Background: an optimization exercise with open tools, aiming at small area. Do not read the settings as production practice.
At most, simulation tests tie the RTL to the original design; equivalence was not proved.
The clock port is modelled as an ideal driver; clocking choices that lean on that would not hold on a real chip.
Power and IR drop assume default switching activity.

==> run a <==
// bmem_line_adapter
module bmem_line_adapter #(
    parameter int ADDR_W = 32,
    parameter int BEAT_W = 64,
    parameter int BEATS  = 4
) (
    input  logic                      clk,
    input  logic                      rst,
    input  logic [ADDR_W-1:0]         i_addr,
    input  logic                      i_read,
    output logic [BEAT_W*BEATS-1:0]   i_rdata,
    output logic                      i_resp,
    input  logic [ADDR_W-1:0]         d_addr,
    input  logic                      d_read,
    input  logic                      d_write,
    input  logic [BEAT_W*BEATS-1:0]   d_wdata,
    output logic [BEAT_W*BEATS-1:0]   d_rdata,
    output logic                      d_resp,
    output logic [ADDR_W-1:0]         bmem_addr,
    output logic                      bmem_read,
    output logic                      bmem_write,
    output logic [BEAT_W-1:0]         bmem_wdata,
    input  logic                      bmem_ready,
    input  logic [ADDR_W-1:0]         bmem_raddr,
    input  logic [BEAT_W-1:0]         bmem_rdata,
    input  logic                      bmem_rvalid
);
==> module bmem_beat_sel, before the edit <==
module bmem_beat_sel #(
    parameter int BEATS = 4
) (
    input  logic [BEATS-1:0] d,
    input  logic [BEATS-1:0] sel_n,
    output logic             q
);
    assign q = &(d | sel_n);
endmodule
==> module bmem_line_adapter, before the edit <==
module bmem_line_adapter #(
    parameter int ADDR_W = 32,
    parameter int BEAT_W = 64,
    parameter int BEATS  = 4
) (
    input  logic                      clk,
    input  logic                      rst,
    input  logic [ADDR_W-1:0]         i_addr,
    input  logic                      i_read,
    output logic [BEAT_W*BEATS-1:0]   i_rdata,
    output logic                      i_resp,
    input  logic [ADDR_W-1:0]         d_addr,
    input  logic                      d_read,
    input  logic                      d_write,
    input  logic [BEAT_W*BEATS-1:0]   d_wdata,
    output logic [BEAT_W*BEATS-1:0]   d_rdata,
    output logic                      d_resp,
    output logic [ADDR_W-1:0]         bmem_addr,
    output logic                      bmem_read,
    output logic                      bmem_write,
    output logic [BEAT_W-1:0]         bmem_wdata,
    input  logic                      bmem_ready,
    input  logic [ADDR_W-1:0]         bmem_raddr,
    input  logic [BEAT_W-1:0]         bmem_rdata,
    input  logic                      bmem_rvalid
);
    localparam int LINE_W = BEAT_W * BEATS;
    localparam int OFF    = bmem_pkg::OFFSET_BITS;
    localparam int CNT_W  = $clog2(BEATS);
    logic              wr_q;     
    logic              rdi_q;    
    logic              rdw_q;    
    logic              resp_q;   
    logic              gnt_q;    
    logic [CNT_W-1:0]  cnt_q;     
    logic [BEATS-1:0]  beat_n;    
    logic              idle;
    logic              gnt_d;
    logic              any_req;
    logic              beat_hit;
    logic              last;
    logic              adv;
    logic              done;
    logic              take;
    logic [ADDR_W-1:0] line_addr;
    logic [BEAT_W-1:0] beat_q [BEATS];
    rr_arbiter2 u_arb (
        .req_i   (i_read),
        .req_d   (d_read | d_write),
        .last_d  (gnt_q),
        .gnt_d   (gnt_d),
        .any_req (any_req)
    );
    assign idle      = ~(wr_q | rdi_q | rdw_q | resp_q);
    assign line_addr = {(gnt_q ? d_addr[ADDR_W-1:OFF] : i_addr[ADDR_W-1:OFF]), {OFF{1'b0}}};
    assign beat_hit  = rdw_q & bmem_rvalid & (bmem_raddr == line_addr);
    assign last      = &cnt_q;
    assign beat_n = {~(cnt_q[1] & cnt_q[0]), ~cnt_q[1] | cnt_q[0],
                     cnt_q[1] | ~cnt_q[0], cnt_q[1] | cnt_q[0]};
    assign adv  = (wr_q & bmem_ready) | beat_hit;
    assign done = adv & last;
    assign take = idle & any_req;
    always_ff @(posedge clk or posedge rst) begin
        if (rst) begin
            wr_q   <= 1'b0;
            rdi_q  <= 1'b0;
            rdw_q  <= 1'b0;
            resp_q <= 1'b0;
            gnt_q  <= 1'b0;
            cnt_q  <= '0;
        end else begin
            if (take)
                gnt_q <= gnt_d;
            cnt_q <= {cnt_q[1] ^ (adv & cnt_q[0]), cnt_q[0] ^ adv};
            wr_q   <= wr_q ? ~(bmem_ready & last) : (take & gnt_d & d_write);
            rdi_q  <= rdi_q ? ~bmem_ready : (take & ~(gnt_d & d_write));
            rdw_q  <= rdw_q ? ~(beat_hit & last) : (rdi_q & bmem_ready);
            resp_q <= done;
        end
    end
    always_ff @(posedge clk) begin
        for (int k = 0; k < BEATS - 1; k++)
            if (beat_hit && !beat_n[k])
                beat_q[k] <= bmem_rdata;
        beat_q[BEATS-1] <= bmem_rdata;
    end
    always_comb
        for (int k = 0; k < BEATS; k++)
            i_rdata[k*BEAT_W +: BEAT_W] = beat_q[k];
    assign d_rdata    = i_rdata;
    assign i_resp     = resp_q & ~gnt_q;
    assign d_resp     = resp_q & gnt_q;
    assign bmem_read  = rdi_q;
    assign bmem_write = wr_q;
    assign bmem_addr  = line_addr;
    for (genvar b = 0; b < BEAT_W; b++) begin : g_wsel
        logic [BEATS-1:0] d;
        for (genvar k = 0; k < BEATS; k++) begin : g_k
            assign d[k] = d_wdata[k*BEAT_W + b];
        end
        bmem_beat_sel #(.BEATS(BEATS)) u_sel (
            .d     (d),
            .sel_n (beat_n),
            .q     (bmem_wdata[b])
        );
    end
endmodule
==> flow/config.mk <==
export PLATFORM = sky130hd
export DESIGN_NAME = bmem_line_adapter
export DESIGN_NICKNAME = bmem_line_adapter
export VERILOG_FILES = /design/flow/design.v
export SDC_FILE = /design/flow/constraint.sdc
export NUM_CORES = 4
export LEC_CHECK = 0
export CAP_MARGIN = 20
export CORE_AREA = 10 10 350 350
export DIE_AREA = 0 0 360 360
export SLEW_MARGIN = 20
export SYNTH_HIERARCHICAL = 1
export SYNTH_MINIMUM_KEEP_SIZE = 0
==> flow/constraint.sdc <==
create_clock -name core_clock -period 5.0 [get_ports {clk}]
set_input_delay 1.0000 -clock core_clock [delete_from_list [all_inputs] [get_ports {clk}]]
set_output_delay 1.0000 -clock core_clock [all_outputs]
set_load 0.01 [all_outputs]
standard.sh (not shown) runs the stock make flow with config.mk's settings and CLKGATE_MAP_FILE= SYNTH_SCRIPT=/design/flow/synth_recipe.tcl, a recipe that flattens the netlist after the stock synthesis.
==> flow/flow/run.sh <==
#!/bin/bash
# Own layout flow: the standard ORFS flow (standard.sh), with
#  - the port buffers that global placement inserts taken from the smallest
#    buffer cell,
#  - the ports placed on the die's edge in an order that keeps the ports
#    meeting at the same cells together (flow/pins.tcl),
#  - clock tree synthesis clustering more sinks per leaf buffer and adding
#    no dummy loads, and
#  - after CTS, clock buffers upsized only where the flip-flop clock-pin
#    slew needs it (flow/post_cts.tcl).
set -euo pipefail
here=$(cd "$(dirname "${BASH_SOURCE[0]}")" && pwd)
export BUFFER_PORTS_ARGS="-buffer_cell sky130_fd_sc_hd__buf_1"
export CTS_ARGS="-sink_clustering_enable -repair_clock_nets -sink_clustering_size 20 -sink_clustering_max_diameter 60 -buf_list sky130_fd_sc_hd__clkbuf_4 -dont_use_dummy_load"
export PRE_IO_PLACEMENT_TCL="$here/pins.tcl"
export POST_CTS_TCL="$here/post_cts.tcl"
bash standard.sh > standard_flow.log 2>&1
==> flow/flow/post_cts.tcl <==
# Runs at the end of ORFS's CTS step (POST_CTS_TCL). Upsizes each clock buffer
# whose flip-flop clock pins see a slew above the target, one drive step at a
# time, then legalises the placement again. Before that, cells on paths with
# setup slack to spare are downsized (repair_timing -recover_power).
estimate_parasitics -placement
repair_timing -recover_power 100 -verbose
set clk_slew_target [expr {[info exists ::env(CLK_SLEW_TARGET)] ? $::env(CLK_SLEW_TARGET) : 0.122}]
set clk_sizes {sky130_fd_sc_hd__clkbuf_1 sky130_fd_sc_hd__clkbuf_2 sky130_fd_sc_hd__clkbuf_4 sky130_fd_sc_hd__clkbuf_8 sky130_fd_sc_hd__clkbuf_16}
for {set iter 0} {$iter < 4} {incr iter} {
  estimate_parasitics -placement
  set slow [dict create]
  foreach pin [get_pins -hierarchical */CLK] {
    set s [expr {max([get_property $pin slew_max_rise], [get_property $pin slew_max_fall])}]
    if {$s > $clk_slew_target} {
      set net [get_nets -of_objects $pin]
      foreach drv [get_pins -of_objects $net -filter "direction == output"] {
        dict set slow [get_property [get_cells -of_objects $drv] full_name] 1
      }
    }
  }
  if {[dict size $slow] == 0} { break }
  set n 0
  foreach name [dict keys $slow] {
    set inst [[ord::get_db_block] findInst $name]
    set m [[$inst getMaster] getName]
    set i [lsearch $clk_sizes $m]
    if {$i >= 0 && $i < [llength $clk_sizes] - 1} {
      replace_cell [get_cells $name] [lindex $clk_sizes [expr {$i + 1}]]
      incr n
    }
  }
  puts "post_cts: iteration $iter upsized $n clock buffers"
  if {$n == 0} { break }
}
# Downsize the remaining logic cells, one drive step at a time, while no
# max-slew or max-capacitance limit is broken and the setup slack stays
# above 0.3 ns.
proc try_downsize {} {
  set n 0
  foreach inst [[ord::get_db_block] getInsts] {
    set m [[$inst getMaster] getName]
    if {![regexp {^(sky130_fd_sc_hd__[a-z0-9]+)_([0-9]+)$} $m -> base drive]} { continue }
    if {$drive <= 1 || [string match "*clk*" $base] || [string match "*df*" $base]} { continue }
    set sizes {}
    foreach lc [get_lib_cells */${base}_*] {
      if {[regexp {_([0-9]+)$} [get_name $lc] -> d] && $d < $drive} { lappend sizes $d }
    }
    if {[llength $sizes] == 0} { continue }
    set smaller [lindex [lsort -integer -decreasing $sizes] 0]
    set name [$inst getName]
    replace_cell [get_cells $name] ${base}_$smaller
    estimate_parasitics -placement
    if {[sta::max_slew_violation_count] > 0 || [sta::max_capacitance_violation_count] > 0 || [sta::worst_slack_cmd max] < 3e-10} {
      replace_cell [get_cells $name] $m
    } else {
      incr n
    }
  }
  estimate_parasitics -placement
  return $n
}
for {set iter 0} {$iter < 4} {incr iter} {
  set n [try_downsize]
  puts "post_cts: downsize pass $iter downsized $n cells"
  if {$n == 0} { break }
}

detailed_placement
check_placement -verbose
estimate_parasitics -placement
Other scripts of this flow, unchanged in this note and not shown: flow/flow/pins.tcl
==> run b (differences from run a) <==
--- a/flow/design.v
+++ b/flow/design.v
@@ -14,13 +14,4 @@
     assign gnt_d   = req_d & (~req_i | ~last_d);
     assign any_req = req_i | req_d;
-endmodule
-module bmem_beat_sel #(
-    parameter int BEATS = 4
-) (
-    input  logic [BEATS-1:0] d,
-    input  logic [BEATS-1:0] sel_n,
-    output logic             q
-);
-    assign q = &(d | sel_n);
 endmodule
 module bmem_line_adapter #(
@@ -52,5 +43,4 @@
     localparam int LINE_W = BEAT_W * BEATS;
     localparam int OFF    = bmem_pkg::OFFSET_BITS;
-    localparam int CNT_W  = $clog2(BEATS);
     logic              wr_q;     
     logic              rdi_q;    
@@ -58,5 +48,4 @@
     logic              resp_q;   
     logic              gnt_q;    
-    logic [CNT_W-1:0]  cnt_q;     
     logic [BEATS-1:0]  beat_n;    
     logic              idle;
@@ -65,7 +54,4 @@
     logic              beat_hit;
     logic              last;
-    logic              adv;
-    logic              done;
-    logic              take;
     logic [ADDR_W-1:0] line_addr;
     logic [BEAT_W-1:0] beat_q [BEATS];
@@ -80,10 +66,5 @@
     assign line_addr = {(gnt_q ? d_addr[ADDR_W-1:OFF] : i_addr[ADDR_W-1:OFF]), {OFF{1'b0}}};
     assign beat_hit  = rdw_q & bmem_rvalid & (bmem_raddr == line_addr);
-    assign last      = &cnt_q;
-    assign beat_n = {~(cnt_q[1] & cnt_q[0]), ~cnt_q[1] | cnt_q[0],
-                     cnt_q[1] | ~cnt_q[0], cnt_q[1] | cnt_q[0]};
-    assign adv  = (wr_q & bmem_ready) | beat_hit;
-    assign done = adv & last;
-    assign take = idle & any_req;
+    assign last      = ~beat_n[BEATS-1];
     always_ff @(posedge clk or posedge rst) begin
         if (rst) begin
@@ -93,13 +74,31 @@
             resp_q <= 1'b0;
             gnt_q  <= 1'b0;
-            cnt_q  <= '0;
+            beat_n  <= {{(BEATS-1){1'b1}}, 1'b0};
         end else begin
-            if (take)
+            if (idle && any_req) begin
                 gnt_q <= gnt_d;
-            cnt_q <= {cnt_q[1] ^ (adv & cnt_q[0]), cnt_q[0] ^ adv};
-            wr_q   <= wr_q ? ~(bmem_ready & last) : (take & gnt_d & d_write);
-            rdi_q  <= rdi_q ? ~bmem_ready : (take & ~(gnt_d & d_write));
-            rdw_q  <= rdw_q ? ~(beat_hit & last) : (rdi_q & bmem_ready);
-            resp_q <= done;
+                wr_q  <= gnt_d & d_write;
+                rdi_q <= ~(gnt_d & d_write);
+            end
+            if (wr_q && bmem_ready) begin
+                beat_n <= {beat_n[BEATS-2:0], beat_n[BEATS-1]};
+                if (last) begin
+                    wr_q   <= 1'b0;
+                    resp_q <= 1'b1;
+                end
+            end
+            if (rdi_q && bmem_ready) begin
+                rdi_q <= 1'b0;
+                rdw_q <= 1'b1;
+            end
+            if (beat_hit) begin
+                beat_n <= {beat_n[BEATS-2:0], beat_n[BEATS-1]};
+                if (last) begin
+                    rdw_q  <= 1'b0;
+                    resp_q <= 1'b1;
+                end
+            end
+            if (resp_q)
+                resp_q <= 1'b0;
         end
     end
@@ -119,14 +118,8 @@
     assign bmem_write = wr_q;
     assign bmem_addr  = line_addr;
-    for (genvar b = 0; b < BEAT_W; b++) begin : g_wsel
-        logic [BEATS-1:0] d;
-        for (genvar k = 0; k < BEATS; k++) begin : g_k
-            assign d[k] = d_wdata[k*BEAT_W + b];
-        end
-        bmem_beat_sel #(.BEATS(BEATS)) u_sel (
-            .d     (d),
-            .sel_n (beat_n),
-            .q     (bmem_wdata[b])
-        );
+    always_comb begin
+        bmem_wdata = '1;
+        for (int k = 0; k < BEATS; k++)
+            bmem_wdata &= d_wdata[k*BEAT_W +: BEAT_W] | {BEAT_W{beat_n[k]}};
     end
 endmodule
--- a/flow/flow/post_cts.tcl
+++ b/flow/flow/post_cts.tcl
@@ -33,5 +33,5 @@
   if {$n == 0} { break }
 }
-# Downsize the remaining logic cells, one drive step at a time, while no
+# Downsize the remaining logic cells and flip-flops, one drive step at a time, while no
 # max-slew or max-capacitance limit is broken and the setup slack stays
 # above 0.3 ns.
@@ -41,5 +41,5 @@
     set m [[$inst getMaster] getName]
     if {![regexp {^(sky130_fd_sc_hd__[a-z0-9]+)_([0-9]+)$} $m -> base drive]} { continue }
-    if {$drive <= 1 || [string match "*clk*" $base] || [string match "*df*" $base]} { continue }
+    if {$drive <= 1 || [string match "*clk*" $base]} { continue }
     set sizes {}
     foreach lc [get_lib_cells */${base}_*] {
SYNTH_HIERARCHICAL = unset   (was 1)
SYNTH_MINIMUM_KEEP_SIZE = unset   (was 0)
==> run notes <==
Run a finished clean. Run b went through all stages and came out clean. In sequential power, run a and run b hardly differ. In die area, run b and run a do not differ. Against run a, the synthesized cell count of run b is higher by 2.1%. In run b the global-route usage is lower than in run a, by 0.086 points. Fmax: run a is smaller than run b (3.4%). Routed wire length: run a is higher than run b (about 1.7%). In run a the cell count is larger than in run b, by 0.35%. In combinational power, run a is at 3.3 times the value of run b. In run a the register-to-register slack is higher than in run b, by 0.04 ns.
==> figures <==
Run status: run b finished clean; run a finished clean
Synth Area in Simple Gates: run b 3.43%; run a 4.26%
Met2 Resource Use GR: run b 10.2%; run a 10.5%
Initial Utilization: run b 9.81%; run a 9.75%
Count of warnings emitted by yosys: run b 2; run a 8
Antenna Cells: run b 2; run a 1
Overall global routing resource usage: run b 4.92%; run a 5.01%
Clock network power: run b 0.888 mW; run a 0.900 mW
Wirelength, routed: run b 36300 µm; run a 36900 µm
Multiplexer fraction of the synthesized cell area: run b 3.21%; run a 3.16%
Post-Route M1 WL: run b 11200 µm; run a 11300 µm
Initial DRC Count: run b 377; run a 356
Fraction of synthesized cell area in xor and xnor cells: run b 2.11%; run a 2.20%
Design internal power: run b 2.93 mW; run a 3.39 mW
Maximum number of pins on one net before global-route repair: run b 68; run a 66
Cell total after placement: run b 3095; run a 3106
Origin of the worst setup path: run b beat_n[3]$_DFFE_PP1P_; run a cnt_q[0]$_DFF_PP0_
Layout fillers: run b 13.0k; run a 13.0k
Ratio of layout area to synthesized area: run b 1.345x; run a 1.356x
Only the layout flow was run in run a; the RTL was not checked for function there.

==> re-timing with driven ports <==
The results above use ideal ports. As a check the final layouts listed here were re-extracted and re-timed, cells and wires unchanged.
Step 1 (the two cells are an assumption about what drives the block):
set clk [get_ports {clk}]
set_driving_cell -lib_cell sky130_fd_sc_hd__clkbuf_16 $clk
set_driving_cell -lib_cell sky130_fd_sc_hd__buf_2 [delete_from_list [all_inputs] $clk]
Step 2 times the ports against the registers' clock, not the clock port: input delays grow and output delays shrink by t, the midpoint of the rising clock arrivals with the driver on.
Slacks: no drivers / after step 1 / after step 2; pairs: no drivers / after step 1.
run	t (ns)	setup slack, ns	cell pins on the clock port's net
run a	0.754	0.717 / 0.656 / 0.964	1
run b	0.745	0.863 / 0.802 / 0.915	1
After both steps every run listed still meets setup and hold.
